Source: an optimization exercise on an open RTL-to-GDS flow (aim: small area, a short achievable clock period and few clock cycles per item). Production flows keep margins and buffers that such runs may drop. At most, simulation tests tie the RTL to the original design; equivalence was not proved. No functional check of the RTL was part of runs 3 to 6. Power and IR drop assume default switching activity.

==> design/flow/design.v <==
package cache_pkg;
  localparam int ADDR_BITS = 32;           
  localparam int DATA_BITS = 32;           
  localparam int NUM_SETS  = 8;
  localparam int NUM_WAYS  = 2;
  localparam int INDEX_LSB = 2;            
  localparam int TAG_LSB   = 5;            
  localparam int INDEX_BITS = TAG_LSB - INDEX_LSB;
  localparam int TAG_BITS   = ADDR_BITS - TAG_LSB;
  typedef logic [ADDR_BITS-1:0]  addr_t;
  typedef logic [DATA_BITS-1:0]  data_t;
  typedef logic [TAG_BITS-1:0]   tag_t;
  typedef logic [INDEX_BITS-1:0] index_t;
  typedef logic [1:0]            req_type_t;
  typedef logic                  way_t;    
  localparam req_type_t REQ_READ  = 2'd0;
  localparam req_type_t REQ_WRITE = 2'd1;
  localparam req_type_t REQ_INIT  = 2'd2;   
endpackage
`timescale 1ns/1ps
module cache_top (
  input  logic                 clk,
  input  logic                 reset,
  input  logic                 proc_req,
  input  cache_pkg::req_type_t proc_type,
  input  cache_pkg::addr_t     proc_addr,
  input  cache_pkg::data_t     proc_wdata,
  output cache_pkg::data_t     proc_rdata,
  output logic                 proc_hit,
  output logic                 proc_ack,
  output logic                 mem_req,
  output logic                 mem_we,
  output cache_pkg::addr_t     mem_addr,
  output cache_pkg::data_t     mem_wdata,
  input  cache_pkg::data_t     mem_rdata,
  input  logic                 mem_ack
);
  localparam int S = cache_pkg::NUM_SETS;
  typedef enum logic [2:0] {
    s_idle, s_evict, s_evict_release, s_refill, s_ack
  } state_t;
  cache_pkg::tag_t  tags0 [S];
  cache_pkg::tag_t  tags1 [S];
  cache_pkg::data_t words0 [S];
  cache_pkg::data_t words1 [S];
  logic [S-1:0]     valid0, valid1, dirty0, dirty1;
  logic [S-1:0]     lru;           
  state_t            state;
  cache_pkg::data_t  res;          
  logic [29:0]       maddr;        
  logic              way_q;        
  logic              commit;       
  logic              dirty_we_q;
  logic              dirty_val_q;
  cache_pkg::index_t idx;
  cache_pkg::tag_t   ptag;
  logic is_read, is_write, is_init;
  logic m0, m1, hit, hit_way, victim, vdirty, sel_way;
  cache_pkg::tag_t  t0, t1, vtag;
  cache_pkg::data_t w0, w1, hit_word, vword;
  assign idx      = proc_addr[4:2];
  assign ptag     = proc_addr[31:5];
  assign is_read  = (proc_type == cache_pkg::REQ_READ);
  assign is_write = (proc_type == cache_pkg::REQ_WRITE);
  assign is_init  = proc_type[1];
  assign t0 = tags0[idx];
  assign t1 = tags1[idx];
  assign w0 = words0[idx];
  assign w1 = words1[idx];
  assign m0      = valid0[idx] && (t0 == ptag);
  assign m1      = valid1[idx] && (t1 == ptag);
  assign hit     = m0 | m1;
  assign hit_way = ~m0;                      
  assign victim  = lru[idx];
  assign vdirty  = victim ? (valid1[idx] & dirty1[idx]) : (valid0[idx] & dirty0[idx]);
  assign vtag    = victim ? t1 : t0;
  assign vword   = victim ? w1 : w0;
  assign hit_word = m0 ? w0 : w1;
  assign sel_way = hit ? hit_way : victim;
  always_ff @(posedge clk) begin
    commit <= 1'b0;
    if (reset) begin
      state    <= s_idle;
      proc_ack <= 1'b0;
      proc_hit <= 1'b0;
      mem_req  <= 1'b0;
    end else begin
      case (state)
        s_idle: if (proc_req) begin
          maddr       <= {ptag, idx};
          dirty_val_q <= is_write;
          dirty_we_q  <= ~(is_read & hit);
          way_q       <= sel_way;
          if (hit || is_init) begin
            res      <= is_read ? hit_word : proc_wdata;
            proc_hit <= hit & ~is_init;
            proc_ack <= 1'b1;
            commit   <= 1'b1;
            state    <= s_ack;
          end else if (!mem_ack) begin
            mem_req <= 1'b1;
            mem_we  <= vdirty;
            res     <= vword;
            if (vdirty) begin
              maddr <= {vtag, idx};
              state <= s_evict;
            end else begin
              state <= s_refill;
            end
          end
        end
        s_evict: if (mem_ack) begin
          mem_req <= 1'b0;
          state   <= s_evict_release;
        end
        s_evict_release: if (!mem_ack) begin
          mem_req <= 1'b1;
          mem_we  <= 1'b0;
          maddr   <= {ptag, idx};
          state   <= s_refill;
        end
        s_refill: if (mem_ack) begin
          mem_req  <= 1'b0;
          res      <= is_write ? proc_wdata : mem_rdata;
          proc_hit <= 1'b0;
          proc_ack <= 1'b1;
          commit   <= 1'b1;
          state    <= s_ack;
        end
        s_ack: if (!proc_req) begin
          proc_ack <= 1'b0;
          state    <= s_idle;
        end
        default: state <= s_idle;
      endcase
    end
  end
  cache_pkg::index_t cidx;
  assign cidx = maddr[2:0];
  always_ff @(posedge clk) begin
    if (commit) begin
      if (way_q) begin
        tags1[cidx]  <= maddr[29:3];
        words1[cidx] <= res;
      end else begin
        tags0[cidx]  <= maddr[29:3];
        words0[cidx] <= res;
      end
    end
  end
  always_ff @(posedge clk) begin
    if (reset) begin
      valid0 <= '0;
      valid1 <= '0;
      dirty0 <= '0;
      dirty1 <= '0;
      lru    <= '0;
    end else if (commit) begin
      lru[cidx] <= ~way_q;
      if (way_q) begin
        valid1[cidx] <= 1'b1;
        if (dirty_we_q) dirty1[cidx] <= dirty_val_q;
      end else begin
        valid0[cidx] <= 1'b1;
        if (dirty_we_q) dirty0[cidx] <= dirty_val_q;
      end
    end
  end
  assign proc_rdata = res;
  assign mem_wdata  = res;
  assign mem_addr   = {maddr, 2'b00};
endmodule
==> design/flow/run.sh <==
#!/bin/bash
# synth_recipe.tcl (not shown) runs the flow's synth.tcl, then flattens the netlist and writes it again
# the make line also repeats each setting of config.mk as NAME=value (left out here)
make -C /OpenROAD-flow-scripts/flow DESIGN_CONFIG=/design/flow/config.mk WORK_HOME=/design/flow/orfs CLKGATE_MAP_FILE= SYNTH_SCRIPT=/design/flow/synth_recipe.tcl finish
==> design/flow/config.mk <==
export PLATFORM = sky130hd
export DESIGN_NAME = cache_top
export DESIGN_NICKNAME = cache_top
export VERILOG_FILES = /design/flow/design.v
export SDC_FILE = /design/flow/constraint.sdc
export NUM_CORES = 4
export LEC_CHECK = 0
export CAP_MARGIN = 20
export CORE_MARGIN = 2
export CORE_UTILIZATION = 40
export SLEW_MARGIN = 20
==> design/flow/constraint.sdc <==
create_clock -name core_clock -period 8.0 [get_ports {clk}]
set_input_delay 1.6000 -clock core_clock [delete_from_list [all_inputs] [get_ports {clk}]]
set_output_delay 1.6000 -clock core_clock [all_outputs]
set_load 0.01 [all_outputs]
==> results by group, run 1 <==
Die
  • Height of the chip: about 340 um
  • I/O pin count: 202
  • Die extent in x: ~340 um
  • Initial Util: 0.403
  • Area enclosed by the die boundary: around 110,000 um^2
  • Core Box Area: ~110,000 um^2
  • Row count: 121

Clock tree
  • Clock transition at the registers of the reported paths: ~60 ps
  • CTS tree: yes
  • Clock latency reported for the late side of the worst-skew pair: ~700 ps
  • CTS sink count: ~1,100
  • Number of buffers between clock root and the deepest sink: 3
  • H-tree level count: 3
  • Hold buffers post-CTS: 0
  • TritonCTS buffer count: 107
  • Post-CTS setup-driven buffer insertion count: 0
  • Post-cts resize count: 0
  • Master cell of the clock root buffer: sky130_fd_sc_hd__clkbuf_16

Timing
  • Max Transition Viols Final: 0
  • F_max: 173 MHz
  • Headroom to the max-slew limit: 0.302
  • Final setup TNS: 0 ps
  • Final Skew: 33.0 ps
  • Transition time at the pin with the least slew margin: 1040 ps
  • Minimum period implied by the final worst setup slack: 5790 ps
  • Unrepaired setup endpoints after global routing: false
  • Final worst-path cycle share: 0.724
  • Worst slack on hold paths: 468 ps
  • Hold Vio Cnt, Final: 0
  • Endpoints failing setup: 0

Synth
  • Sequential share of the synthesized area: 0.711
  • Primary FF master, synth: sky130_fd_sc_hd__edfxtp_1
  • Mean Syn Cell Area: about 18 um^2
  • Largest area contributor in the netlist: sky130_fd_sc_hd__edfxtp_1
  • Ranking of synthesized cells by area: sky130_fd_sc_hd__edfxtp_1 (69%), sky130_fd_sc_hd__mux4_2 (8.9%), sky130_fd_sc_hd__mux2i_1 (4.6%)
  • Area fraction of the dominant cell type after synthesis: 0.690
  • Cell with the most instances after synthesis: sky130_fd_sc_hd__edfxtp_1
  • Synth cell types: between 60 and 70
  • Async set-reset flop share out of synthesis: 0
  • Most used standard cells in the synthesized netlist: sky130_fd_sc_hd__edfxtp_1 (1,010), sky130_fd_sc_hd__mux2i_1 (200), sky130_fd_sc_hd__mux4_2 (174), sky130_fd_sc_hd__mux2_2 (140), sky130_fd_sc_hd__nand2_1 (127)
  • EDFF count, synth: 1,010
  • YS warnings: 1
  • Area of the mapped netlist: ~44,000 um^2
  • Number of synthesized register bits: approximately 1,100
  • Cells after Synth: 2,445

Routing
  • Average vias per placed instance: about 5.7
  • Via count: between 20,000 and 25,000
  • DRC: 0
  • Routed wirelength normalized by instance count: between 20 and 30 um
  • DRC marker count from the first detailed-route iteration: 2,001
  • Detailed-routing iteration count for the pre-antenna-repair pass: 8
  • Detail Route Antenna Nets: 0
  • Final wirelength: 113,000 um

Final layout
  • Number of fill cells: between 9,000 and 10,000
  • Fraction of final layout cells with drive strength greater than 1: 0.229
  • Nets: about 2,700
  • Ant diodes: 0
  • Area growth from synthesis to layout: 15.9%

GRT
  • Number of antenna violations at the first check in global routing: 5
  • Global-route wire length before repair: 163,000 um
  • Overall overflow remaining after global route: 0
  • Global-route usage over all layers: 0.199
  • Vias in the first global route: approximately 25,000
  • Pin count of the biggest net entering global routing: between 90 and 100

Placed design
  • Post-DP HPWL: around 65,000 um
  • Final GP Congestion: 0.837
  • Number of port buffers: around 200

Worst setup path
  • Largest fanout on the critical path: 67
  • Data arrival time of the critical path: slightly above 6000 ps
  • Critical Path Sink Type: register
  • Critical R2R Capture: maddr[7]
  • Largest stage delay on the critical path: 650 ps
  • Cell type of the slowest stage on the worst timing path: sky130_fd_sc_hd__nand3_4
  • FF-to-FF path depth: 9
  • Worst endpoint required time: 8420 ps
  • Cell-by-cell listing of the critical path: buf_8, buf_4, mux2_2, o22ai_1, or3_1, nand4_1, nor4_1, nand4_1, and3b_2, nand3_4, mux2_2
  • Startpoint type of the worst setup path: primary input
  • Startpoint-to-endpoint class of the critical path: in -> reg
  • Start of the worst register-to-register path: tags0[5][19]
  • Reg2reg setup slack: ~3600 ps

Min path
  • Hold Crit Class: reg -> reg
  • Source of the worst hold timing path: valid0[1]
  • Worst Hold Endpoint: valid0[1]
  • Number of cells on the worst hold path: 2

Power
  • Leak pwr: ~0.017 uW
  • Peak supply drop: roughly 0.2 mV
  • Cell area power density: between 200 and 250 nW/um^2

Status
  • Run status: finished clean

Flow run
  • Max Cap Violations: 0
==> cells in the final DEF, fill, tap and decap left out, types with 6 or more instances in the layout <==
cell type / n
sky130_fd_sc_hd__nor3_2: 6
sky130_fd_sc_hd__mux2i_1: 200
sky130_fd_sc_hd__bufinv_16: 13
sky130_fd_sc_hd__clkinvlp_4: 6
sky130_fd_sc_hd__clkinv_2: 23
sky130_fd_sc_hd__clkbuf_16: 108
sky130_fd_sc_hd__and3_1: 11
sky130_fd_sc_hd__o21ai_0: 31
sky130_fd_sc_hd__mux4_2: 174
sky130_fd_sc_hd__buf_4: 53
sky130_fd_sc_hd__o22ai_1: 34
sky130_fd_sc_hd__a22o_1: 13
sky130_fd_sc_hd__nor2_1: 114
sky130_fd_sc_hd__nor2_4: 7
sky130_fd_sc_hd__clkbuf_1: 17
sky130_fd_sc_hd__nand4_1: 16
sky130_fd_sc_hd__clkdlybuf4s50_1: 193
sky130_fd_sc_hd__mux2_4: 18
sky130_fd_sc_hd__a31o_2: 34
sky130_fd_sc_hd__nand2b_1: 9
sky130_fd_sc_hd__xnor2_1: 9
sky130_fd_sc_hd__xor2_1: 14
sky130_fd_sc_hd__nand3_1: 12
sky130_fd_sc_hd__a21oi_1: 38
sky130_fd_sc_hd__clkinv_1: 23
sky130_fd_sc_hd__mux2_2: 140
sky130_fd_sc_hd__o211ai_1: 33
sky130_fd_sc_hd__a22oi_1: 45
sky130_fd_sc_hd__dfxtp_1: 47
sky130_fd_sc_hd__or3_1: 21
sky130_fd_sc_hd__nor4_1: 8
sky130_fd_sc_hd__nand2_1: 127
sky130_fd_sc_hd__nor3_1: 15
sky130_fd_sc_hd__edfxtp_1: 1010
sky130_fd_sc_hd__nor2b_1: 7
sky130_fd_sc_hd__inv_1: 6
==> through the flow <==
stage / setup WS (ps) / utilization / instance area (um^2) / power [uW] / cells
global route: 1990 / 0.467 / 50900 / 12800 / 4142
CTS: 2190 / 0.467 / 50900 / 12500 / 4142
finish: 2210 / 0.467 / 50900 / 12400 / 4142
floorplan: 123 / - / 44000 / 7060 / 2446
global placement: 1520 / 0.434 / 47300 / 7450 / 3939
detailed placement: 1470 / 0.435 / 47400 / 7490 / 3941
==> worst max-delay path: cells and delay by family <==
kind                   cells  cell delay [ps]
AOI/OAI and AO/OA          1              260
buffers and inverters      2              940
muxes                      2              800
and+or+nand+nor            6             2480
==> power by group <==
part | internal, uW | total [uW] | switching, uW
clock network | 2910 | 5020 | 2110
registers | 6260 | 6450 | 188
logic | 413 | 915 | 502
==> routing by layer <==
metal  routed length (um)  share of wire  up-vias  GRT usage
met3                 6420          0.057      198     0.0310
met5                   35        0.00031        -          0
li1                     -              -    10205          -
met1                47100           0.42    12508      0.263
met4                 3240          0.029        6     0.0598
met2                56100           0.50      837      0.338
==> how the worst max path moves through the flow <==
stage | from | end | cells past startpoint
floorplan | mem_ack | mem_we | 5
global placement | proc_addr[4] | maddr[29] | 11
detailed placement | proc_addr[4] | maddr[29] | 11
CTS | proc_addr[4] | maddr[7] | 11
global route | proc_addr[4] | maddr[4] | 11
finish | proc_addr[4] | maddr[7] | 11
==> flip-flops by register name, indices dropped and copies added (netlist names), 3 cells and up <==
name and flops:
dirty1 8, valid0 8, lru 8, res 32
valid1 8, words1 256, maddr 30, dirty0 8
state 3, tags0 216, words0 256, tags1 216
==> final cells by class <==
type	instances	area (um^2)	area share
Clock buffer	125	2770	0.0543
Clock inverter	76	805	0.0158
Inverter	6	22.5	0.000442
Multi-Input combinational cell	1210	11900	0.233
Sequential cell	1057	31300	0.614
Tap cell	1414	1770	0.0347
Timing Repair Buffer	254	2460	0.0483
==> cells by family (layout without fill, tap and decap cells) <==
group	Yosys count	count (layout)	synth area share
buf+inv	179	461	0.0223
mux	534	534	0.177
compound gates	262	262	0.0417
fa+ha+maj	4	4	0.00114
xor+xnor	23	23	0.00458
other cells	1	2	0.0000853
flops	1057	1057	0.711
simple gates	385	385	0.0414
Testbench counts, summed over its fixed seeds: cycles 45,681, requests 12,000.
==> run 2: changes to the inputs <==
--- a/design/flow/config.mk
+++ b/design/flow/config.mk
@@ -5,7 +5,9 @@
 export SDC_FILE = /design/flow/constraint.sdc
 export NUM_CORES = 4
 export LEC_CHECK = 0
+export ABC_CLOCK_PERIOD_IN_PS = 3000
 export CAP_MARGIN = 20
 export CORE_MARGIN = 2
 export CORE_UTILIZATION = 40
+export SETUP_SLACK_MARGIN = 4.5
 export SLEW_MARGIN = 20
==> results by group, run 2 <==
Synth
  • Number of synthesized register bits: 1,057 (unchanged)
  • Area of the mapped netlist: 44,000 um^2 (unchanged)
  • YS warnings: 1 (unchanged)
  • Primary FF master, synth: sky130_fd_sc_hd__edfxtp_1 (unchanged)
  • Largest area contributor in the netlist: sky130_fd_sc_hd__edfxtp_1 (unchanged)
  • Synth cell types: 68 (unchanged)
  • Most used standard cells in the synthesized netlist: sky130_fd_sc_hd__edfxtp_1 (1,010), sky130_fd_sc_hd__mux2i_1 (200), sky130_fd_sc_hd__mux4_2 (174), sky130_fd_sc_hd__mux2_2 (140), sky130_fd_sc_hd__nand2_1 (127) (unchanged)
  • Async set-reset flop share out of synthesis: 0 (unchanged)
  • Sequential share of the synthesized area: 0.711 (unchanged)
  • Area fraction of the dominant cell type after synthesis: 0.690 (unchanged)
  • Cells after Synth: 2,445 (unchanged)
  • Mean Syn Cell Area: 18.0 um^2 (unchanged)
  • Cell with the most instances after synthesis: sky130_fd_sc_hd__edfxtp_1 (unchanged)
  • Ranking of synthesized cells by area: sky130_fd_sc_hd__edfxtp_1 (69%), sky130_fd_sc_hd__mux4_2 (8.9%), sky130_fd_sc_hd__mux2i_1 (4.6%) (unchanged)
  • EDFF count, synth: 1,010 (unchanged)

Timing
  • Hold Vio Cnt, Final: 0 (unchanged)
  • Worst slack on hold paths: 465 ps (was 468 ps)
  • Transition time at the pin with the least slew margin: 1050 ps (was 1040 ps)
  • Endpoints failing setup: 0 (unchanged)
  • F_max: 237 MHz (was 173 MHz)
  • Minimum period implied by the final worst setup slack: 4220 ps (was 5790 ps)
  • Final setup TNS: 0 ps (unchanged)
  • Final worst-path cycle share: 0.527 (was 0.724)
  • Final Skew: 40.7 ps (was 33.0 ps)
  • Headroom to the max-slew limit: 0.300 (was 0.302)
  • Max Transition Viols Final: 0 (unchanged)
  • Unrepaired setup endpoints after global routing: true (was false)

Routing
  • DRC: 0 (unchanged)
  • Detailed-routing iteration count for the pre-antenna-repair pass: 5 (was 8)
  • Final wirelength: 121,000 um (was 113,000 um)
  • Via count: 24,486 (was 23,754)
  • Routed wirelength normalized by instance count: 28.4 um (was 27.3 um)
  • DRC marker count from the first detailed-route iteration: 2,461 (was 2,001)
  • Detail Route Antenna Nets: 0 (unchanged)
  • Average vias per placed instance: 5.74 (was 5.73)

Placed design
  • Post-DP HPWL: 64,500 um (was 64,800 um)
  • Number of port buffers: 197 (unchanged)
  • Final GP Congestion: 0.825 (was 0.837)
  • Placed cells: 3,940 (was 3,941)

Die
  • Core Box Area: 109,000 um^2 (unchanged)
  • I/O pin count: 202 (unchanged)
  • Row count: 121 (unchanged)
  • Height of the chip: 336 um (unchanged)
  • Initial Util: 0.403 (unchanged)
  • Area enclosed by the die boundary: 113,000 um^2 (unchanged)
  • Die extent in x: 336 um (unchanged)

GRT
  • GRT Max-Usage Layer: met2 (unchanged)
  • Met3 Use GR: 0.0323 (was 0.0310)
  • Global-route usage over all layers: 0.211 (was 0.199)
  • Vias in the first global route: 24,865 (was 24,530)
  • Number of antenna violations at the first check in global routing: 5 (unchanged)
  • Overall overflow remaining after global route: 0 (unchanged)
  • Pin count of the biggest net entering global routing: 61 (was 97)
  • Global-route track usage on met1: 0.286 (was 0.263)
  • Global-route wire length before repair: 172,000 um (was 163,000 um)
  • Fraction of met2 tracks used by global routing: 0.354 (was 0.338)

Power
  • Overall power consumption: 12,300 uW (was 12,400 uW)
  • Part of the total power dissipated in the clock network: 0.387 (was 0.406)
  • Leak pwr: 0.0180 uW (was 0.0170 uW)
  • Switching Share: 0.232 (was 0.226)
  • Register share of total power: 0.512 (was 0.521)
  • Internal: 9470 uW (was 9580 uW)
  • Share of total power in combinational logic: 0.101 (was 0.074)
  • Cell area power density: 233 nW/um^2 (was 243 nW/um^2)
  • Sw power: 2870 uW (was 2800 uW)
  • Peak supply drop: 0.175 mV (was 0.200 mV)

Worst setup path
  • Largest fanout on the critical path: 16 (was 67)
  • Startpoint type of the worst setup path: primary input (unchanged)
  • Critical Path Sink Type: register (unchanged)
  • Startpoint-to-endpoint class of the critical path: in -> reg (unchanged)
  • Worst endpoint required time: 8370 ps (was 8420 ps)
  • Data arrival time of the critical path: 4590 ps (was 6210 ps)

Flow run
  • Max Cap Violations: 0 (unchanged)

Clock tree
  • Number of buffers between clock root and the deepest sink: 3 (unchanged)
  • CTS sink count: 1,057 (unchanged)
  • CTS tree: yes (unchanged)
  • Clock latency reported for the late side of the worst-skew pair: 700 ps (about the same)
  • Master cell of the clock root buffer: sky130_fd_sc_hd__clkbuf_16 (unchanged)
  • Clock transition at the registers of the reported paths: 60 ps (about the same)
  • H-tree level count: 3 (unchanged)
  • TritonCTS buffer count: 108 (was 107)

Min path
  • Hold Crit Class: reg -> reg (unchanged)

Final layout
  • Commonest cells after routing, fill and taps aside: sky130_fd_sc_hd__edfxtp_1 (1,010), sky130_fd_sc_hd__clkdlybuf4s50_1 (191), sky130_fd_sc_hd__mux2i_1 (186) (was sky130_fd_sc_hd__edfxtp_1 (1,010), sky130_fd_sc_hd__mux2i_1 (200), sky130_fd_sc_hd__clkdlybuf4s50_1 (193))
  • Fraction of final layout cells with drive strength greater than 1: 0.277 (was 0.229)
  • Nets: 2,870 (was 2,742)
  • Post-route insts no fill: 4,266 (was 4,142)
  • Biggest registers after layout: words0 (256), words1 (256) (unchanged)
  • Area growth from synthesis to layout: 20.5% (was 15.9%)
  • Finished Core Util: 0.486 (was 0.467)
  • Leading cell type in the layout, fill and taps excluded: sky130_fd_sc_hd__edfxtp_1 (unchanged)

Status
  • Run status: finished clean (unchanged)
-- run 2: cell families (layout without fill, tap and decap cells) --
| logic type | count (synthesis) | after routing | synth area share |
|---|---|---|---|
| muxes | 534 | 534 | 0.177 |
| DFF | 1057 | 1057 | 0.711 |
| xor gates and xnor gates | 23 | 23 | 0.00458 |
| other | 1 | 3 | 0.0000853 |
| and+or+nand+nor | 385 | 386 | 0.0414 |
| adders and majority gates | 4 | 4 | 0.00114 |
| buffers and inverters | 179 | 583 | 0.0223 |
| AOI/OAI and AO/OA | 262 | 262 | 0.0417 |
-- run 2: layer usage --
| metal | vias to the layer above | part of all wire |
|---|---|---|
| met3 | 182 | 0.067 |
| met4 | 6 | 0.026 |
| met5 | - | 0.00028 |
| met2 | 962 | 0.49 |
| met1 | 12861 | 0.41 |
| li1 | 10475 | - |
-- run 2: stage by stage --
stage	cell area [um^2]	setup slack [ps]
after floorplan	44400	3560
after global placement	47400	1170
after detailed placement	47400	1090
after CTS	52600	3820
after global routing	53000	3770
final	53000	3780
-- run 2: worst paths after layout --
kind / start / to / slack (ps) / cells past startpoint
setup reg to reg: tags0[7][22] / res[22] / 4590 / 11
hold reg to reg: dirty0[4] / dirty0[4] / 470 / 2
hold / removal: dirty0[4] / dirty0[4] / 470 / 2
setup / recovery: proc_addr[3] / res[22] / 3780 / 14
-- run 2: layout make-up --
cell class                      instances  area, um^2
Clock inverter                         53         450
Inverter                                6        30.0
Fill cell                            8972       56000
Clock buffer                          144        2870
Tap cell                             1414        1770
Sequential cell                      1057       31300
Timing Repair Buffer                  380        4140
Antenna cell                            1        2.50
Multi-Input combinational cell       1211       12400
-- run 2: what timing repair did --
item,in CTS,in global routing
hold buffers,0,0
endpoints found under the hold margin,0,0
pin swaps,20,10
setup buffers,93,14
setup endpoints to repair,288,103
gates resized for setup,130,40
gates cloned,15,6
-- run 2: power by group through the flow --
stage          Combinational (uW)  Clock (uW)  Sequential [uW]
5_1_grt                      1320        5070             6330
4_1_cts                      1220        4850             6320
2_1_floorplan                 591           0             6490
3_3_place_gp                  919           0             6550
6_report                     1250        4770             6320
3_5_place_dp                  927           0             6570
-- run 2: critical path: stages --
cell and delay, ps:
sky130_fd_sc_hd__clkbuf_16 160, sky130_fd_sc_hd__buf_12 160, sky130_fd_sc_hd__nand2b_4 230, sky130_fd_sc_hd__buf_4 190
sky130_fd_sc_hd__o22ai_1 290, sky130_fd_sc_hd__or3_1 210, sky130_fd_sc_hd__nand4_1 160, sky130_fd_sc_hd__nor4b_4 350
sky130_fd_sc_hd__nand4_4 260, sky130_fd_sc_hd__nand3b_1 250, sky130_fd_sc_hd__buf_4 160, sky130_fd_sc_hd__o21ai_4 60
sky130_fd_sc_hd__o41ai_4 170, sky130_fd_sc_hd__buf_12 300
==> run 3: changes to the inputs <==
--- a/design/flow/design.v
+++ b/design/flow/design.v
@@ -37,7 +37,7 @@
 );
   localparam int S = cache_pkg::NUM_SETS;
   typedef enum logic [2:0] {
-    s_idle, s_evict, s_evict_release, s_refill, s_ack
+    s_idle, s_lookup, s_evict, s_evict_release, s_refill, s_ack
   } state_t;
   cache_pkg::tag_t  tags0 [S];
   cache_pkg::tag_t  tags1 [S];
@@ -52,17 +52,18 @@
   logic              commit;       
   logic              dirty_we_q;
   logic              dirty_val_q;
+  cache_pkg::req_type_t type_q;     
   cache_pkg::index_t idx;
   cache_pkg::tag_t   ptag;
   logic is_read, is_write, is_init;
   logic m0, m1, hit, hit_way, victim, vdirty, sel_way;
   cache_pkg::tag_t  t0, t1, vtag;
   cache_pkg::data_t w0, w1, hit_word, vword;
-  assign idx      = proc_addr[4:2];
-  assign ptag     = proc_addr[31:5];
-  assign is_read  = (proc_type == cache_pkg::REQ_READ);
-  assign is_write = (proc_type == cache_pkg::REQ_WRITE);
-  assign is_init  = proc_type[1];
+  assign idx      = maddr[2:0];
+  assign ptag     = maddr[29:3];
+  assign is_read  = (type_q == cache_pkg::REQ_READ);
+  assign is_write = (type_q == cache_pkg::REQ_WRITE);
+  assign is_init  = type_q[1];
   assign t0 = tags0[idx];
   assign t1 = tags1[idx];
   assign w0 = words0[idx];
@@ -86,8 +87,12 @@
       mem_req  <= 1'b0;
     end else begin
       case (state)
-        s_idle: if (proc_req) begin
-          maddr       <= {ptag, idx};
+        s_idle: begin
+          maddr  <= proc_addr[31:2];
+          type_q <= proc_type;
+          if (proc_req) state <= s_lookup;
+        end
+        s_lookup: begin
           dirty_val_q <= is_write;
           dirty_we_q  <= ~(is_read & hit);
           way_q       <= sel_way;
@@ -116,7 +121,7 @@
         s_evict_release: if (!mem_ack) begin
           mem_req <= 1'b1;
           mem_we  <= 1'b0;
-          maddr   <= {ptag, idx};
+          maddr   <= proc_addr[31:2];
           state   <= s_refill;
         end
         s_refill: if (mem_ack) begin
==> design/flow/config.mk (replaced) <==
export PLATFORM = sky130hd
export DESIGN_NAME = cache_top
export DESIGN_NICKNAME = cache_top
export VERILOG_FILES = /design/flow/design.v
export SDC_FILE = /design/flow/constraint.sdc
export NUM_CORES = 4
export LEC_CHECK = 0
export CAP_MARGIN = 20
export CORE_MARGIN = 2
export CORE_UTILIZATION = 40
export SLEW_MARGIN = 20
==> results by group, run 3 <==
Final layout
  • Nets: 2,786 (was 2,870)
  • Finished Core Util: 0.466 (was 0.486)
  • Fraction of final layout cells with drive strength greater than 1: 0.176 (was 0.277)
  • Area growth from synthesis to layout: 15.4% (was 20.5%)
  • Biggest registers after layout: words0 (256), words1 (256) (unchanged)
  • Leading cell type in the layout, fill and taps excluded: sky130_fd_sc_hd__edfxtp_1 (unchanged)
  • Commonest cells after routing, fill and taps aside: sky130_fd_sc_hd__edfxtp_1 (1,012), sky130_fd_sc_hd__mux2i_1 (270), sky130_fd_sc_hd__clkdlybuf4s50_1 (196) (was sky130_fd_sc_hd__edfxtp_1 (1,010), sky130_fd_sc_hd__clkdlybuf4s50_1 (191), sky130_fd_sc_hd__mux2i_1 (186))
  • Area of all placed cells without fillers: 50,800 um^2 (was 53,000 um^2)
  • Ant diodes: 0 (was 1)

Routing
  • Routed wirelength normalized by instance count: 27.5 um (was 28.4 um)
  • DRC marker count from the first detailed-route iteration: 2,503 (was 2,461)
  • Detailed-routing iteration count for the pre-antenna-repair pass: 5 (unchanged)
  • Detail Route Antenna Nets: 0 (unchanged)
  • Average vias per placed instance: 5.74 (about the same)
  • DRC: 0 (unchanged)
  • Via count: 23,985 (was 24,486)
  • Final wirelength: 115,000 um (was 121,000 um)

Die
  • I/O pin count: 202 (unchanged)
  • Die extent in x: 336 um (about the same)
  • Initial Util: 0.404 (was 0.403)
  • Area enclosed by the die boundary: 113,000 um^2 (about the same)
  • Core Box Area: 109,000 um^2 (unchanged)
  • Height of the chip: 336 um (about the same)
  • Row count: 121 (unchanged)

GRT
  • Vias in the first global route: 24,439 (was 24,865)
  • Global-route usage over all layers: 0.201 (was 0.211)
  • Number of antenna violations at the first check in global routing: 0 (was 5)
  • Pin count of the biggest net entering global routing: 91 (was 61)
  • Global-route wire length before repair: 166,000 um (was 172,000 um)
  • Overall overflow remaining after global route: 0 (unchanged)

Clock tree
  • TritonCTS buffer count: 107 (was 108)
  • Number of buffers between clock root and the deepest sink: 3 (unchanged)
  • Hold buffers post-CTS: 0 (unchanged)
  • Post-cts resize count: 0 (was 130)
  • H-tree level count: 3 (unchanged)
  • Clock latency reported for the late side of the worst-skew pair: 690 ps (was 700 ps)
  • Post-CTS setup-driven buffer insertion count: 0 (was 93)
  • Clock transition at the registers of the reported paths: 60 ps (about the same)
  • CTS tree: yes (unchanged)
  • CTS sink count: 1,062 (was 1,057)
  • Master cell of the clock root buffer: sky130_fd_sc_hd__clkbuf_16 (unchanged)

Placed design
  • Final GP Congestion: 0.867 (was 0.825)
  • Number of port buffers: 197 (unchanged)
  • Post-DP HPWL: 63,400 um (was 64,500 um)
  • Placed standard-cell area: 47,400 um^2 (about the same)

Flow run
  • Max Cap Violations: 0 (unchanged)

Synth
  • Cells after Synth: 2,499 (was 2,445)
  • EDFF count, synth: 1,012 (was 1,010)
  • Number of synthesized register bits: 1,062 (was 1,057)
  • Cell with the most instances after synthesis: sky130_fd_sc_hd__edfxtp_1 (unchanged)
  • Sequential share of the synthesized area: 0.713 (was 0.711)
  • Most used standard cells in the synthesized netlist: sky130_fd_sc_hd__edfxtp_1 (1,012), sky130_fd_sc_hd__mux2i_1 (270), sky130_fd_sc_hd__mux4_2 (183), sky130_fd_sc_hd__nand2_1 (151), sky130_fd_sc_hd__nor2_1 (97) (was sky130_fd_sc_hd__edfxtp_1 (1,010), sky130_fd_sc_hd__mux2i_1 (200), sky130_fd_sc_hd__mux4_2 (174), sky130_fd_sc_hd__mux2_2 (140), sky130_fd_sc_hd__nand2_1 (127))
  • Mean Syn Cell Area: 17.6 um^2 (was 18.0 um^2)
  • YS warnings: 1 (unchanged)
  • Largest area contributor in the netlist: sky130_fd_sc_hd__edfxtp_1 (unchanged)
  • Area of the mapped netlist: 44,100 um^2 (was 44,000 um^2)
  • Async set-reset flop share out of synthesis: 0 (unchanged)
  • Area fraction of the dominant cell type after synthesis: 0.690 (about the same)
  • Synth cell types: 71 (was 68)
  • Ranking of synthesized cells by area: sky130_fd_sc_hd__edfxtp_1 (69%), sky130_fd_sc_hd__mux4_2 (9.4%), sky130_fd_sc_hd__mux2i_1 (6.1%) (was sky130_fd_sc_hd__edfxtp_1 (69%), sky130_fd_sc_hd__mux4_2 (8.9%), sky130_fd_sc_hd__mux2i_1 (4.6%))
  • Primary FF master, synth: sky130_fd_sc_hd__edfxtp_1 (unchanged)

Worst setup path
  • Worst setup path endpoint: maddr[18] (was res[22])
  • Critical R2R Capture: maddr[18] (was res[22])
  • Startpoint-to-endpoint class of the critical path: reg -> reg (was in -> reg)
  • Data arrival time of the critical path: 5700 ps (was 4590 ps)
  • Reg2reg setup slack: 2650 ps (was 4590 ps)
  • Largest fanout on the critical path: 71 (was 16)
  • Startpoint type of the worst setup path: register (was primary input)
  • FF-to-FF path depth: 12 (was 11)
  • Critical Path Sink Type: register (unchanged)
  • Worst endpoint required time: 8340 ps (was 8370 ps)

Timing
  • Final worst-path cycle share: 0.669 (was 0.527)
  • Max Transition Viols Final: 0 (unchanged)
  • Minimum period implied by the final worst setup slack: 5350 ps (was 4220 ps)
  • Hold Vio Cnt, Final: 0 (unchanged)
  • Transition time at the pin with the least slew margin: 1070 ps (was 1050 ps)
  • F_max: 187 MHz (was 237 MHz)
  • Unrepaired setup endpoints after global routing: false (was true)
  • Endpoints failing setup: 0 (unchanged)
  • Final setup TNS: 0 ps (unchanged)
  • Final Skew: 30.9 ps (was 40.7 ps)
  • Headroom to the max-slew limit: 0.278 (was 0.300)

Power
  • Leak pwr: 0.0167 uW (was 0.0180 uW)
  • Cell area power density: 253 nW/um^2 (was 233 nW/um^2)
  • Peak supply drop: 0.159 mV (was 0.175 mV)

Status
  • Run status: finished clean (unchanged)

Min path
  • Hold Crit Class: reg -> reg (unchanged)
[run 3: area by class of cell]
cell class | count | area [um^2]
Inverter | 14 | 52.6
Clock buffer | 122 | 2760
Timing Repair Buffer | 253 | 2410
Tap cell | 1414 | 1770
Sequential cell | 1062 | 31400
Clock inverter | 71 | 666
Multi-Input combinational cell | 1243 | 11800
Fill cell | 9169 | 58200
[run 3: cells by family (layout without fill, tap and decap cells)]
logic type      after synthesis  after routing  share of synthesized area
compound gates              300            300                     0.0436
flops                      1062           1062                      0.713
xor+xnor                     34             34                    0.00676
fa+ha+maj                     3              3                   0.000852
mux                         509            509                      0.169
other cells                   1              2                  0.0000851
buf+inv                     195            460                     0.0241
simple gates                395            395                     0.0428
[run 3: per-stage QoR]
step	power, uW	hold slack, ps	worst slack [ps]	instances
finish	12900	462	2650	4179
floorplan	7560	431	2190	2500
CTS	13000	463	2610	4179
global route	13300	492	2390	4179
detailed placement	8130	454	2630	3986
global placement	8100	443	2690	3986
[run 3: worst max-delay path, stage by stage, from the launching register on]
cell and delay (ps):
sky130_fd_sc_hd__dfxtp_4 970, sky130_fd_sc_hd__buf_4 410, sky130_fd_sc_hd__nand2b_1 400, sky130_fd_sc_hd__o22a_1 230, sky130_fd_sc_hd__a21oi_1 100, sky130_fd_sc_hd__nor4b_1 590, sky130_fd_sc_hd__and4b_1 380, sky130_fd_sc_hd__nand4_4 110
sky130_fd_sc_hd__buf_4 380, sky130_fd_sc_hd__nand3b_4 200, sky130_fd_sc_hd__buf_4 680, sky130_fd_sc_hd__a21oi_4 70, sky130_fd_sc_hd__buf_4 310
[run 3: where the power goes]
group | internal [uW] | switching, uW | total, uW
registers | 6230 | 207 | 6440
logic | 695 | 871 | 1570
clock network | 2760 | 2100 | 4870
total | 9690 | 3180 | 12900
[run 3: worst min path at each step]
stage	cells after the start	slack (ps)	to	start
final	2	460	dirty0[4]	dirty0[4]
after global routing	2	490	valid0[6]	valid0[6]
after CTS	2	460	dirty0[4]	dirty0[4]
after detailed placement	2	450	dirty0[4]	dirty0[4]
after global placement	2	440	valid1[3]	valid1[3]
after floorplan	2	430	valid0[2]	valid0[2]
[run 3: layer usage]
layer	routed length, um	global-route usage
met1	48600	0.274
met2	57600	0.341
met3	6400	0.0287
met4	2260	0.0524
met5	0	0
==> run 4: changes to the inputs <==
--- a/design/flow/config.mk
+++ b/design/flow/config.mk
@@ -5,7 +5,9 @@
 export SDC_FILE = /design/flow/constraint.sdc
 export NUM_CORES = 4
 export LEC_CHECK = 0
+export ABC_CLOCK_PERIOD_IN_PS = 2000
 export CAP_MARGIN = 20
 export CORE_MARGIN = 2
 export CORE_UTILIZATION = 40
+export SETUP_SLACK_MARGIN = 5
 export SLEW_MARGIN = 20
==> results by group, run 4 <==
Die
  • Area enclosed by the die boundary: 113,000 um^2 (unchanged)
  • Core Box Area: 109,000 um^2 (unchanged)
  • Row count: 121 (unchanged)
  • I/O pin count: 202 (unchanged)
  • Height of the chip: 336 um (unchanged)
  • Die extent in x: 336 um (unchanged)
  • Initial Util: 0.404 (unchanged)

Clock tree
  • Clock latency reported for the late side of the worst-skew pair: 700 ps (was 690 ps)
  • CTS tree: yes (unchanged)
  • TritonCTS buffer count: 106 (was 107)
  • Master cell of the clock root buffer: sky130_fd_sc_hd__clkbuf_16 (unchanged)
  • H-tree level count: 3 (unchanged)
  • Clock transition at the registers of the reported paths: 60 ps (about the same)
  • CTS sink count: 1,062 (unchanged)
  • Number of buffers between clock root and the deepest sink: 3 (unchanged)
  • Hold buffers post-CTS: 0 (unchanged)

Synth
  • Number of synthesized register bits: 1,062 (unchanged)
  • Sequential share of the synthesized area: 0.713 (unchanged)
  • Largest area contributor in the netlist: sky130_fd_sc_hd__edfxtp_1 (unchanged)
  • Mean Syn Cell Area: 17.6 um^2 (unchanged)
  • Ranking of synthesized cells by area: sky130_fd_sc_hd__edfxtp_1 (69%), sky130_fd_sc_hd__mux4_2 (9.4%), sky130_fd_sc_hd__mux2i_1 (6.1%) (unchanged)
  • EDFF count, synth: 1,012 (unchanged)
  • Async set-reset flop share out of synthesis: 0 (unchanged)
  • YS warnings: 1 (unchanged)
  • Area of the mapped netlist: 44,100 um^2 (unchanged)
  • Most used standard cells in the synthesized netlist: sky130_fd_sc_hd__edfxtp_1 (1,012), sky130_fd_sc_hd__mux2i_1 (270), sky130_fd_sc_hd__mux4_2 (183), sky130_fd_sc_hd__nand2_1 (151), sky130_fd_sc_hd__nor2_1 (97) (unchanged)
  • Cell with the most instances after synthesis: sky130_fd_sc_hd__edfxtp_1 (unchanged)
  • Cells after Synth: 2,499 (unchanged)
  • Primary FF master, synth: sky130_fd_sc_hd__edfxtp_1 (unchanged)
  • Synth cell types: 71 (unchanged)
  • Area fraction of the dominant cell type after synthesis: 0.690 (unchanged)

Timing
  • Transition time at the pin with the least slew margin: 1050 ps (was 1070 ps)
  • Worst slack on hold paths: 466 ps (was 462 ps)
  • F_max: 264 MHz (was 187 MHz)
  • Final worst-path cycle share: 0.473 (was 0.669)
  • Max Transition Viols Final: 0 (unchanged)
  • Headroom to the max-slew limit: 0.303 (was 0.278)
  • Endpoints failing setup: 0 (unchanged)
  • Final Skew: 24.7 ps (was 30.9 ps)
  • Minimum period implied by the final worst setup slack: 3780 ps (was 5350 ps)
  • Unrepaired setup endpoints after global routing: true (was false)
  • Worst-case setup margin in the final layout: 4220 ps (was 2650 ps)
  • Final setup TNS: 0 ps (unchanged)
  • Hold Vio Cnt, Final: 0 (unchanged)

GRT
  • Global-route wire length before repair: 182,000 um (was 166,000 um)
  • Vias in the first global route: 25,724 (was 24,439)
  • Global-route usage over all layers: 0.225 (was 0.201)
  • Number of antenna violations at the first check in global routing: 0 (unchanged)
  • Overall overflow remaining after global route: 0 (unchanged)
  • Pin count of the biggest net entering global routing: 105 (was 91)

Final layout
  • Area growth from synthesis to layout: 23.6% (was 15.4%)
  • Biggest registers after layout: words0 (256), words1 (256) (unchanged)
  • Leading cell type in the layout, fill and taps excluded: sky130_fd_sc_hd__edfxtp_1 (unchanged)
  • Fraction of final layout cells with drive strength greater than 1: 0.296 (was 0.176)
  • Nets: 3,042 (was 2,786)
  • Finished Core Util: 0.500 (was 0.466)
  • Number of fill cells: 8,914 (was 9,169)
  • Commonest cells after routing, fill and taps aside: sky130_fd_sc_hd__edfxtp_1 (1,012), sky130_fd_sc_hd__mux2i_1 (247), sky130_fd_sc_hd__buf_4 (185) (was sky130_fd_sc_hd__edfxtp_1 (1,012), sky130_fd_sc_hd__mux2i_1 (270), sky130_fd_sc_hd__clkdlybuf4s50_1 (196))

Worst setup path
  • Largest fanout on the critical path: 27 (was 71)
  • Cell type of the slowest stage on the worst timing path: sky130_fd_sc_hd__or4_4 (was sky130_fd_sc_hd__dfxtp_4)
  • Largest stage delay on the critical path: 580 ps (was 970 ps)
  • Count of cell instances traversed by the critical path: 14 (was 12)
  • Category of cells accounting for the largest share of critical-path delay: buffers and inverters (unchanged)
  • Worst endpoint required time: 8420 ps (was 8340 ps)
  • Most frequent CP cell: sky130_fd_sc_hd__buf_12 (was sky130_fd_sc_hd__buf_4)
  • FF-to-FF path depth: 14 (was 12)
  • Startpoint type of the worst setup path: register (unchanged)
  • Number of buffer and inverter instances along the worst setup path: 6 (was 4)
  • Startpoint-to-endpoint class of the critical path: reg -> reg (unchanged)
  • Critical Path Sink Type: register (unchanged)
  • Data arrival time of the critical path: 4200 ps (was 5700 ps)
  • Cell-by-cell listing of the critical path: buf_12, buf_12, buf_16, mux4_2, mux2i_4, xnor2_2, a2111oi_4, nand4_1, or4_4, nand3b_4, buf_4, buf_16, a21oi_4, buf_12 (was buf_4, nand2b_1, o22a_1, a21oi_1, nor4b_1, and4b_1, nand4_4, buf_4, nand3b_4, buf_4, a21oi_4, buf_4)

Placed design
  • Post-placement setup slack: 2430 ps (was 2630 ps)
  • Post-DP HPWL: 62,600 um (was 63,400 um)
  • Number of port buffers: 197 (unchanged)
  • Final GP Congestion: 0.878 (was 0.867)

Power
  • Leak pwr: 0.0187 uW (was 0.0167 uW)
  • Peak supply drop: 0.169 mV (was 0.159 mV)
  • Cell area power density: 248 nW/um^2 (was 253 nW/um^2)
  • Overall power consumption: 13,500 uW (was 12,900 uW)

Min path
  • Number of cells on the worst hold path: 2 (unchanged)
  • Hold Crit Class: reg -> reg (unchanged)

Routing
  • Average vias per placed instance: 5.81 (was 5.74)
  • Detailed-routing iteration count for the pre-antenna-repair pass: 5 (unchanged)
  • DRC marker count from the first detailed-route iteration: 2,800 (was 2,503)
  • Detail Route Antenna Nets: 0 (unchanged)
  • Final wirelength: 129,000 um (was 115,000 um)
  • Via count: 25,780 (was 23,985)
  • Routed wirelength normalized by instance count: 29.1 um (was 27.5 um)
  • DRC: 0 (unchanged)

Status
  • Run status: finished clean (unchanged)

Flow run
  • Max Cap Violations: 0 (unchanged)
[run 4: cell counts after synthesis]
No cell type changed its count.
[run 4: metal layers]
layer  up-vias  GRT usage  wire (um)
met5         -          0          0
met4         0     0.0665       3450
met3       225     0.0319       9190
met2      1123      0.370      62500
met1     13546      0.311      53900
li1      10886          -          -
[run 4: layout make-up]
type / instances / area, um^2 / share of cell area
well taps: 1414 / 1770 / 0.0325
inverters: 14 / 52.6 / 0.000965
multi-input cells: 1244 / 12400 / 0.228
diodes: 1 / 2.50 / 0.0000460
flip-flops and latches: 1062 / 31400 / 0.577
clock buffers: 131 / 2830 / 0.0520
clock inverters: 64 / 624 / 0.0115
repair buffers: 509 / 5380 / 0.0988
[run 4: path summary, 6_finish.rpt]
path / startpoint / to / slack (ps)
max: register / maddr[29] / 4220
min: dirty0[2] / dirty0[2] / 470
max reg2reg: register / maddr[29] / 4220
min reg2reg: dirty0[2] / dirty0[2] / 470
[run 4: what timing repair did]
action,in CTS,in global routing
cloned,22,4
resized for setup,507,109
pin swaps,24,32
endpoints found under the setup margin,916,252
setup buffers,193,42
[run 4: report_power, final]
part	switching [uW]	internal [uW]
Combinational	1220	998
Clock	2120	2860
Sequential	53.8	6230
[run 4: metrics by stage]
step           cells  area (um^2)
6_report        4439        54500
2_1_floorplan   2500        44300
5_1_grt         4438        54500
3_5_place_dp    3982        47500
4_1_cts         4392        53700
3_3_place_gp    3982        47500
[run 4: cell families (layout without fill, tap and decap cells)]
| family | count (synthesis) | after routing | share of synthesized area |
|---|---|---|---|
| AND/OR/NAND/NOR | 395 | 396 | 0.0428 |
| multiplexers | 509 | 509 | 0.169 |
| other | 1 | 3 | 0.0000851 |
| adder cells (fa/ha/maj) | 3 | 3 | 0.000852 |
| XOR/XNOR | 34 | 34 | 0.00676 |
| AO/OA/AOI/OAI | 300 | 300 | 0.0436 |
| buffers and inverters | 195 | 718 | 0.0241 |
| flip-flops | 1062 | 1062 | 0.713 |
[run 4: worst reg2reg max path: cells and delay by family, from the launching register on]
kind | cells | cell delay, ps
AOI/OAI and AO/OA | 2 | 370
xor gates and xnor gates | 1 | 150
buffers and inverters | 6 | 890
muxes | 2 | 800
DFF | 1 | 400
and+or+nand+nor | 3 | 870
==> run 5: changes to the inputs <==
--- a/design/flow/design.v
+++ b/design/flow/design.v
@@ -37,7 +37,7 @@
 );
   localparam int S = cache_pkg::NUM_SETS;
   typedef enum logic [2:0] {
-    s_idle, s_lookup, s_evict, s_evict_release, s_refill, s_ack
+    s_idle, s_evict, s_evict_release, s_refill, s_ack
   } state_t;
   cache_pkg::tag_t  tags0 [S];
   cache_pkg::tag_t  tags1 [S];
@@ -52,18 +52,17 @@
   logic              commit;       
   logic              dirty_we_q;
   logic              dirty_val_q;
-  cache_pkg::req_type_t type_q;     
   cache_pkg::index_t idx;
   cache_pkg::tag_t   ptag;
   logic is_read, is_write, is_init;
   logic m0, m1, hit, hit_way, victim, vdirty, sel_way;
   cache_pkg::tag_t  t0, t1, vtag;
   cache_pkg::data_t w0, w1, hit_word, vword;
-  assign idx      = maddr[2:0];
-  assign ptag     = maddr[29:3];
-  assign is_read  = (type_q == cache_pkg::REQ_READ);
-  assign is_write = (type_q == cache_pkg::REQ_WRITE);
-  assign is_init  = type_q[1];
+  assign idx      = proc_addr[4:2];
+  assign ptag     = proc_addr[31:5];
+  assign is_read  = (proc_type == cache_pkg::REQ_READ);
+  assign is_write = (proc_type == cache_pkg::REQ_WRITE);
+  assign is_init  = proc_type[1];
   assign t0 = tags0[idx];
   assign t1 = tags1[idx];
   assign w0 = words0[idx];
@@ -78,6 +77,23 @@
   assign vword   = victim ? w1 : w0;
   assign hit_word = m0 ? w0 : w1;
   assign sel_way = hit ? hit_way : victim;
+  logic evict;
+  assign evict     = ~hit & ~is_init & vdirty;
+  cache_pkg::data_t res0, res1, resv;
+  assign res0 = is_read ? w0 : proc_wdata;
+  assign res1 = is_read ? w1 : proc_wdata;
+  assign resv = is_init ? proc_wdata : vword;
+  always_ff @(posedge clk) begin
+    case (state)
+      s_idle: begin
+        res   <= m1 ? res1 : (m0 ? res0 : resv);
+        maddr <= {evict ? vtag : ptag, idx};
+      end
+      s_evict_release: maddr <= {ptag, idx};
+      s_refill:        res   <= is_write ? proc_wdata : mem_rdata;
+      default: ;
+    endcase
+  end
   always_ff @(posedge clk) begin
     commit <= 1'b0;
     if (reset) begin
@@ -87,17 +103,11 @@
       mem_req  <= 1'b0;
     end else begin
       case (state)
-        s_idle: begin
-          maddr  <= proc_addr[31:2];
-          type_q <= proc_type;
-          if (proc_req) state <= s_lookup;
-        end
-        s_lookup: begin
+        s_idle: if (proc_req) begin
           dirty_val_q <= is_write;
           dirty_we_q  <= ~(is_read & hit);
           way_q       <= sel_way;
           if (hit || is_init) begin
-            res      <= is_read ? hit_word : proc_wdata;
             proc_hit <= hit & ~is_init;
             proc_ack <= 1'b1;
             commit   <= 1'b1;
@@ -105,13 +115,7 @@
           end else if (!mem_ack) begin
             mem_req <= 1'b1;
             mem_we  <= vdirty;
-            res     <= vword;
-            if (vdirty) begin
-              maddr <= {vtag, idx};
-              state <= s_evict;
-            end else begin
-              state <= s_refill;
-            end
+            state   <= vdirty ? s_evict : s_refill;
           end
         end
         s_evict: if (mem_ack) begin
@@ -121,12 +125,10 @@
         s_evict_release: if (!mem_ack) begin
           mem_req <= 1'b1;
           mem_we  <= 1'b0;
-          maddr   <= proc_addr[31:2];
           state   <= s_refill;
         end
         s_refill: if (mem_ack) begin
           mem_req  <= 1'b0;
-          res      <= is_write ? proc_wdata : mem_rdata;
           proc_hit <= 1'b0;
           proc_ack <= 1'b1;
           commit   <= 1'b1;
--- a/design/flow/config.mk
+++ b/design/flow/config.mk
@@ -5,7 +5,7 @@
 export SDC_FILE = /design/flow/constraint.sdc
 export NUM_CORES = 4
 export LEC_CHECK = 0
-export ABC_CLOCK_PERIOD_IN_PS = 2000
+export ABC_CLOCK_PERIOD_IN_PS = 2500
 export CAP_MARGIN = 20
 export CORE_MARGIN = 2
 export CORE_UTILIZATION = 40
==> results by group, run 5 <==
Status
  • Run status: finished clean (unchanged)

Routing
  • Average vias per placed instance: 5.89 (was 5.81)
  • Detail Route Antenna Nets: 0 (unchanged)
  • Final wirelength: 136,000 um (was 129,000 um)
  • Detailed-routing iteration count for the pre-antenna-repair pass: 6 (was 5)
  • Routed wirelength normalized by instance count: 29.8 um (was 29.1 um)
  • Via count: 26,856 (was 25,780)
  • DRC marker count from the first detailed-route iteration: 3,491 (was 2,800)
  • DRC: 0 (unchanged)

Power
  • Peak supply drop: 0.178 mV (was 0.169 mV)
  • Cell area power density: 253 nW/um^2 (was 248 nW/um^2)
  • Switching Share: 0.253 (was 0.252)
  • Overall power consumption: 13,800 uW (was 13,500 uW)
  • Share of total power in combinational logic: 0.162 (was 0.165)
  • Register share of total power: 0.487 (was 0.466)
  • Internal: 10,300 uW (was 10,100 uW)
  • Part of the total power dissipated in the clock network: 0.350 (was 0.370)
  • Leak pwr: 0.0186 uW (was 0.0187 uW)
  • Sw power: 3500 uW (was 3400 uW)

Worst setup path
  • Largest fanout on the critical path: 8 (was 27)
  • Start of the worst register-to-register path: state[2]
  • Category of cells accounting for the largest share of critical-path delay: buffers and inverters (unchanged)
  • Worst endpoint required time: 8420 ps (about the same)
  • Reg2reg setup slack: 4330 ps (was 4220 ps)
  • Cell-by-cell listing of the critical path: clkdlybuf4s50_1, or3_1, a2111oi_4, nand4_2, buf_6, nor4_4, buf_4, nor3_4, buf_6, and2_4, buf_12, mux2_4 (was buf_12, buf_12, buf_16, mux4_2, mux2i_4, xnor2_2, a2111oi_4, nand4_1, or4_4, nand3b_4, buf_4, buf_16, a21oi_4, buf_12)
  • FF-to-FF path depth: 8 (was 14)
  • Critical Path Sink Type: register (unchanged)
  • Cell type of the slowest stage on the worst timing path: sky130_fd_sc_hd__clkdlybuf4s50_1 (was sky130_fd_sc_hd__or4_4)
  • Data arrival time of the critical path: 4800 ps (was 4200 ps)
  • Critical R2R Capture: res[3] (was maddr[29])
  • Startpoint-to-endpoint class of the critical path: in -> reg (was reg -> reg)
  • Largest stage delay on the critical path: 600 ps (was 580 ps)
  • Startpoint type of the worst setup path: primary input (was register)
  • Number of buffer and inverter instances along the worst setup path: 5 (was 6)
  • Most frequent CP cell: sky130_fd_sc_hd__buf_6 (was sky130_fd_sc_hd__buf_12)

Die
  • Row count: 121 (unchanged)
  • Height of the chip: 336 um (about the same)
  • I/O pin count: 202 (unchanged)
  • Initial Util: 0.405 (was 0.404)
  • Area enclosed by the die boundary: 113,000 um^2 (about the same)
  • Core Box Area: 109,000 um^2 (about the same)
  • Die extent in x: 336 um (about the same)

Min path
  • Number of cells on the worst hold path: 2 (unchanged)
  • Worst Hold Endpoint: valid0[5] (was dirty0[2])
  • Source of the worst hold timing path: valid0[5] (was dirty0[2])
  • Hold Crit Class: reg -> reg (unchanged)

Synth
  • YS warnings: 1 (unchanged)
  • Async set-reset flop share out of synthesis: 0 (unchanged)
  • Cells after Synth: 2,572 (was 2,499)
  • Most used standard cells in the synthesized netlist: sky130_fd_sc_hd__edfxtp_1 (1,010), sky130_fd_sc_hd__mux2i_1 (184), sky130_fd_sc_hd__mux4_2 (183), sky130_fd_sc_hd__nor2_1 (176), sky130_fd_sc_hd__nand2_1 (144) (was sky130_fd_sc_hd__edfxtp_1 (1,012), sky130_fd_sc_hd__mux2i_1 (270), sky130_fd_sc_hd__mux4_2 (183), sky130_fd_sc_hd__nand2_1 (151), sky130_fd_sc_hd__nor2_1 (97))
  • Sequential share of the synthesized area: 0.708 (was 0.713)
  • Synth cell types: 69 (was 71)
  • Number of synthesized register bits: 1,057 (was 1,062)
  • Largest area contributor in the netlist: sky130_fd_sc_hd__edfxtp_1 (unchanged)
  • Ranking of synthesized cells by area: sky130_fd_sc_hd__edfxtp_1 (69%), sky130_fd_sc_hd__mux4_2 (9.3%), sky130_fd_sc_hd__mux2i_1 (4.2%) (was sky130_fd_sc_hd__edfxtp_1 (69%), sky130_fd_sc_hd__mux4_2 (9.4%), sky130_fd_sc_hd__mux2i_1 (6.1%))
  • Cell with the most instances after synthesis: sky130_fd_sc_hd__edfxtp_1 (unchanged)
  • Area fraction of the dominant cell type after synthesis: 0.686 (was 0.690)
  • Mean Syn Cell Area: 17.2 um^2 (was 17.6 um^2)
  • Area of the mapped netlist: 44,200 um^2 (was 44,100 um^2)
  • Primary FF master, synth: sky130_fd_sc_hd__edfxtp_1 (unchanged)
  • EDFF count, synth: 1,010 (was 1,012)

Timing
  • Minimum period implied by the final worst setup slack: 4380 ps (was 3780 ps)
  • F_max: 228 MHz (was 264 MHz)
  • Endpoints failing setup: 0 (unchanged)
  • Headroom to the max-slew limit: 0.255 (was 0.303)
  • Max Transition Viols Final: 0 (unchanged)
  • Unrepaired setup endpoints after global routing: true (unchanged)
  • Final setup TNS: 0 ps (unchanged)
  • Final Skew: 22.0 ps (was 24.7 ps)
  • Final worst-path cycle share: 0.547 (was 0.473)
  • Transition time at the pin with the least slew margin: 1120 ps (was 1050 ps)
  • Hold Vio Cnt, Final: 0 (unchanged)
  • Worst slack on hold paths: 466 ps (about the same)

Clock tree
  • TritonCTS buffer count: 102 (was 106)
  • Number of buffers between clock root and the deepest sink: 3 (unchanged)
  • Clock transition at the registers of the reported paths: 60 ps (about the same)
  • H-tree level count: 3 (unchanged)
  • Clock latency reported for the late side of the worst-skew pair: 680 ps (was 700 ps)
  • Hold buffers post-CTS: 0 (unchanged)
  • CTS sink count: 1,057 (was 1,062)
  • Master cell of the clock root buffer: sky130_fd_sc_hd__clkbuf_16 (unchanged)
  • CTS tree: yes (unchanged)

Flow run
  • Max Cap Violations: 0 (unchanged)

Placed design
  • Placed cells: 4,119 (was 3,982)
  • Final GP Congestion: 0.859 (was 0.878)
  • Placed standard-cell area: 47,600 um^2 (was 47,500 um^2)
  • Post-DP HPWL: 68,100 um (was 62,600 um)
  • Number of port buffers: 197 (unchanged)

Final layout
  • Biggest registers after layout: words0 (256), words1 (256) (unchanged)
  • Commonest cells after routing, fill and taps aside: sky130_fd_sc_hd__edfxtp_1 (1,010), sky130_fd_sc_hd__mux4_2 (193), sky130_fd_sc_hd__buf_4 (187) (was sky130_fd_sc_hd__edfxtp_1 (1,012), sky130_fd_sc_hd__mux2i_1 (247), sky130_fd_sc_hd__buf_4 (185))
  • Post-route insts no fill: 4,557 (was 4,439)
  • Area of all placed cells without fillers: 54,700 um^2 (was 54,500 um^2)
  • Area growth from synthesis to layout: 23.7% (was 23.6%)
  • Nets: 3,102 (was 3,042)
  • Fraction of final layout cells with drive strength greater than 1: 0.305 (was 0.296)
  • Leading cell type in the layout, fill and taps excluded: sky130_fd_sc_hd__edfxtp_1 (unchanged)

GRT
  • Global-route usage over all layers: 0.237 (was 0.225)
  • Number of antenna violations at the first check in global routing: 9 (was 0)
  • Vias in the first global route: 26,828 (was 25,724)
  • Global-route wire length before repair: 191,000 um (was 182,000 um)
  • Overall overflow remaining after global route: 0 (unchanged)
  • Pin count of the biggest net entering global routing: 75 (was 105)
run 5: how the worst max path moves through the flow:
stage                             from        end  cells past startpoint
after floorplan           proc_addr[3]  maddr[10]                     15
after global placement    proc_addr[4]   maddr[7]                     12
after detailed placement  proc_addr[4]   maddr[7]                     12
after CTS                 proc_addr[3]  maddr[14]                     13
after global routing      proc_addr[4]  maddr[14]                     14
final                     proc_addr[8]  maddr[14]                     12
run 5: kinds of logic (layout without fill, tap and decap cells):
kind of cell / after synthesis / in the layout / share of synthesized area
mux: 432 / 432 / 0.157
simple gates: 496 / 500 / 0.0524
flops: 1057 / 1057 / 0.708
buf+inv: 199 / 700 / 0.0248
other cells: 1 / 5 / 0.0000849
xor+xnor: 38 / 38 / 0.00753
compound gates: 345 / 345 / 0.0500
fa+ha+maj: 4 / 4 / 0.00113
run 5: area by class of cell:
cell class / count / area, um^2
Tap cell: 1476 / 1850
Sequential cell: 1057 / 31300
Clock inverter: 54 / 588
Clock buffer: 132 / 2750
Inverter: 12 / 57.6
Multi-Input combinational cell: 1321 / 12900
Fill cell: 8877 / 54500
Timing Repair Buffer: 502 / 5230
Antenna cell: 3 / 7.51
run 5: metal layers:
| layer | share of wire | vias to the layer above | global-route usage |
|---|---|---|---|
| met5 | 0.00014 | - | 0 |
| met4 | 0.035 | 4 | 0.0880 |
| met3 | 0.082 | 256 | 0.0350 |
| met2 | 0.48 | 1418 | 0.380 |
| met1 | 0.40 | 14061 | 0.328 |
| li1 | - | 11117 | - |
run 5: power groups by stage:
stage	clock [uW]	sequential (uW)	combinational (uW)
4_1_cts	4910	6750	2100
2_1_floorplan	0	7060	708
5_1_grt	5130	6760	2380
3_5_place_dp	0	7230	1300
6_report	4850	6750	2250
3_3_place_gp	0	7180	1290
run 5: per-stage QoR:
| step | util | setup WS [ps] |
|---|---|---|
| floorplan | - | 3150 |
| global placement | 0.436 | 1490 |
| detailed placement | 0.436 | 1390 |
| CTS | 0.493 | 3670 |
| global route | 0.501 | 3600 |
| finish | 0.501 | 3620 |
run 5: what timing repair did:
item	CTS	global route
pin swaps	36	38
gates cloned	26	5
gates resized for setup	554	154
endpoints found under the setup margin	769	145
setup buffers	177	41
run 5: worst register-to-register path: stages (launching register included):
cell	delay (ps)
sky130_fd_sc_hd__dfxtp_1	770
sky130_fd_sc_hd__or2_2	960
sky130_fd_sc_hd__nand2_4	440
sky130_fd_sc_hd__or4_1	540
sky130_fd_sc_hd__nor4_2	180
sky130_fd_sc_hd__buf_6	250
sky130_fd_sc_hd__nor2b_1	110
sky130_fd_sc_hd__o21ai_2	60
sky130_fd_sc_hd__a31oi_1	110
==> run 6: changes to the inputs <==
==> design/flow/config.mk (replaced) <==
export PLATFORM = sky130hd
export DESIGN_NAME = cache_top
export DESIGN_NICKNAME = cache_top
export VERILOG_FILES = /design/flow/design.v
export SDC_FILE = /design/flow/constraint.sdc
export NUM_CORES = 4
export LEC_CHECK = 0
export ABC_CLOCK_PERIOD_IN_PS = 3000
export CAP_MARGIN = 20
export CORE_MARGIN = 2
export CORE_UTILIZATION = 40
export SETUP_SLACK_MARGIN = 4.5
export SLEW_MARGIN = 20
==> results by group, run 6 <==
Timing
  • Final Skew: 36.0 ps (was 22.0 ps)
  • Transition time at the pin with the least slew margin: 1180 ps (was 1120 ps)
  • F_max: 232 MHz (was 228 MHz)
  • Hold Vio Cnt, Final: 0 (unchanged)
  • Minimum period implied by the final worst setup slack: 4310 ps (was 4380 ps)
  • Worst-case setup margin in the final layout: 3690 ps (was 3620 ps)
  • Final worst-path cycle share: 0.539 (was 0.547)

Power
  • Leak pwr: 0.0184 uW (was 0.0186 uW)
  • Peak supply drop: 0.165 mV (was 0.178 mV)
  • Overall power consumption: 13,900 uW (was 13,800 uW)

GRT
  • Overall overflow remaining after global route: 0 (unchanged)
  • Fraction of met2 tracks used by global routing: 0.362 (was 0.380)
  • Vias in the first global route: 26,289 (was 26,828)
  • Global-route wire length before repair: 183,000 um (was 191,000 um)
  • GRT Max-Usage Layer: met2 (unchanged)

Synth
  • Cells after Synth: 2,572 (unchanged)
  • Ranking of synthesized cells by area: sky130_fd_sc_hd__edfxtp_1 (69%), sky130_fd_sc_hd__mux4_2 (9.3%), sky130_fd_sc_hd__mux2i_1 (4.2%) (unchanged)
  • Mean Syn Cell Area: 17.2 um^2 (unchanged)
  • EDFF count, synth: 1,010 (unchanged)
  • Number of synthesized register bits: 1,057 (unchanged)
  • Largest area contributor in the netlist: sky130_fd_sc_hd__edfxtp_1 (unchanged)

Die
  • Row count: 121 (unchanged)
  • Initial Util: 0.405 (unchanged)
  • Core Box Area: 109,000 um^2 (unchanged)
  • Height of the chip: 336 um (unchanged)

Worst setup path
  • Worst endpoint required time: 8530 ps (was 8420 ps)
  • Data arrival time of the critical path: 4840 ps (was 4800 ps)
  • Critical Path Sink Type: register (unchanged)
  • Startpoint type of the worst setup path: primary input (unchanged)
  • Category of cells accounting for the largest share of critical-path delay: simple AND/OR/NAND/NOR gates (was buffers and inverters)
  • Largest stage delay on the critical path: 640 ps (was 600 ps)
  • Startpoint-to-endpoint class of the critical path: in -> reg (unchanged)
  • Number of buffer and inverter instances along the worst setup path: 3 (was 5)
  • Cell-by-cell listing of the critical path: buf_16, buf_16, mux4_2, mux2i_4, xnor2_4, nor4_2, nand4b_1, or4_4, mux2i_4, clkbuf_16, a211oi_4, o31ai_1 (was clkdlybuf4s50_1, or3_1, a2111oi_4, nand4_2, buf_6, nor4_4, buf_4, nor3_4, buf_6, and2_4, buf_12, mux2_4)
  • Largest fanout on the critical path: 8 (unchanged)

Placed design
  • Post-DP HPWL: 67,300 um (was 68,100 um)
  • Post-placement setup slack: 1330 ps (was 1390 ps)

Clock tree
  • Clock latency reported for the late side of the worst-skew pair: 710 ps (was 680 ps)
  • Hold buffers post-CTS: 0 (unchanged)
  • Number of buffers between clock root and the deepest sink: 3 (unchanged)

Routing
  • Average vias per placed instance: 5.85 (was 5.89)
  • Via count: 26,406 (was 26,856)
  • Final wirelength: 131,000 um (was 136,000 um)

Final layout
  • Leading cell type in the layout, fill and taps excluded: sky130_fd_sc_hd__edfxtp_1 (unchanged)
  • Nets: 3,049 (was 3,102)
  • Fraction of final layout cells with drive strength greater than 1: 0.270 (was 0.305)
  • Commonest cells after routing, fill and taps aside: sky130_fd_sc_hd__edfxtp_1 (1,010), sky130_fd_sc_hd__mux4_2 (191), sky130_fd_sc_hd__clkdlybuf4s50_1 (187) (was sky130_fd_sc_hd__edfxtp_1 (1,010), sky130_fd_sc_hd__mux4_2 (193), sky130_fd_sc_hd__buf_4 (187))

Status
  • Run status: finished clean (unchanged)

Min path
  • Hold Crit Class: reg -> reg (unchanged)
[run 6: power by group]
| group | switching [uW] | total (uW) | leakage, uW | internal, uW |
|---|---|---|---|---|
| Sequential | 153 | 6780 | 0.00952 | 6630 |
| Clock | 2180 | 5090 | 0.00175 | 2910 |
| Combinational | 1190 | 2000 | 0.00710 | 806 |
| Total | 3530 | 13900 | 0.0184 | 10300 |
[run 6: worst reg2reg max path, delay by kind of cell (launching register included)]
| family | cells | cell delay, ps |
|---|---|---|
| flip-flops | 1 | 800 |
| AND/OR/NAND/NOR | 5 | 2410 |
| buffers and inverters | 1 | 250 |
| AO/OA/AOI/OAI | 2 | 230 |
[run 6: per-stage QoR]
step | utilization | area [um^2] | instances | hold slack (ps)
finish | 0.500 | 54600 | 4514 | 467
global route | 0.500 | 54600 | 4511 | 489
CTS | 0.491 | 53600 | 4470 | 474
detailed placement | 0.437 | 47700 | 4125 | 459
global placement | 0.437 | 47700 | 4125 | 445
floorplan | - | 44500 | 2573 | 431
[run 6: area by class of cell]
type	count	area [um^2]
antenna	6	15.0
clock buffer	118	2700
clock inverter	79	885
fill	8824	54500
inverter	12	50.0
multi-input combinational	1322	13000
sequential	1057	31300
tap	1476	1850
timing repair buffer	444	4840
[run 6: cells by family after synthesis]
| family | count (synthesis) | share of synthesized area |
|---|---|---|
| DFF | 1057 | 0.708 |
| and+or+nand+nor | 496 | 0.0524 |
| muxes | 432 | 0.157 |
| AOI/OAI and AO/OA | 345 | 0.0500 |
| buffers and inverters | 199 | 0.0248 |
| xor gates and xnor gates | 38 | 0.00753 |
| adders and majority gates | 4 | 0.00113 |
| other | 1 | 0.0000849 |
[run 6: repair_timing]
action | in CTS | in global routing
pin swaps | 29 | 52
setup endpoints to repair | 189 | 129
gates cloned | 22 | 7
gates resized for setup | 166 | 126
buffers inserted | 126 | 30
[run 6: worst paths after layout]
kind | start | to | slack [ps] | cells after the start
max reg2reg | state[2] | res[9] | 4060 | 8
min reg2reg | valid1[7] | valid1[7] | 470 | 2
min | valid1[7] | valid1[7] | 470 | 2
max | proc_addr[3] | res[16] | 3690 | 12
[run 6: per-layer routing]
layer	vias up	part of all wire	routed length [um]
li1	10999	-	-
met1	13717	0.40	51800
met2	1440	0.48	63100
met3	250	0.091	11900
met4	0	0.032	4170
met5	-	0	0

static timing again, ports no longer ideal:
The results above use ideal ports. As a check the final layouts listed here were re-extracted and re-timed, cells and wires unchanged. Step 1 sets driving cells, clkbuf_16 on the clock port and buf_2 on the other inputs (assumed; they add their load-dependent delay and slew). Step 2, shift: input delay + t, output delay - t, t = (earliest + latest rising clock arrival at the registers) / 2. This alone moves slack from input paths to output paths. Three values: ideal, step 1, step 2; two values: the first two.
run	shift t [ns]	slack for setup (ns)	hold WS [ns]	worst data-port slew with drivers (ns)
run 1	0.752	2.206 / 2.213 / 1.461	0.468 / 0.468 / 0.468	0.12
run 2	0.750	3.782 / 3.595 / 2.845	0.465 / 0.465 / 0.465	0.29
run 3	0.745	2.647 / 2.647 / 2.647	0.462 / 0.462 / 0.462	0.05
run 4	0.754	4.216 / 4.216 / 4.216	0.466 / 0.466 / 0.466	0.04
run 5	0.736	3.623 / 3.230 / 2.494	0.466 / 0.466 / 0.466	0.59
run 6	0.764	3.691 / 3.316 / 2.552	0.467 / 0.467 / 0.467	0.52
After both steps setup and hold are still met in every run listed. For run 6, which loses most, drivers alone change the setup slack by -0.375 ns; drivers and shift together by -1.139 ns.
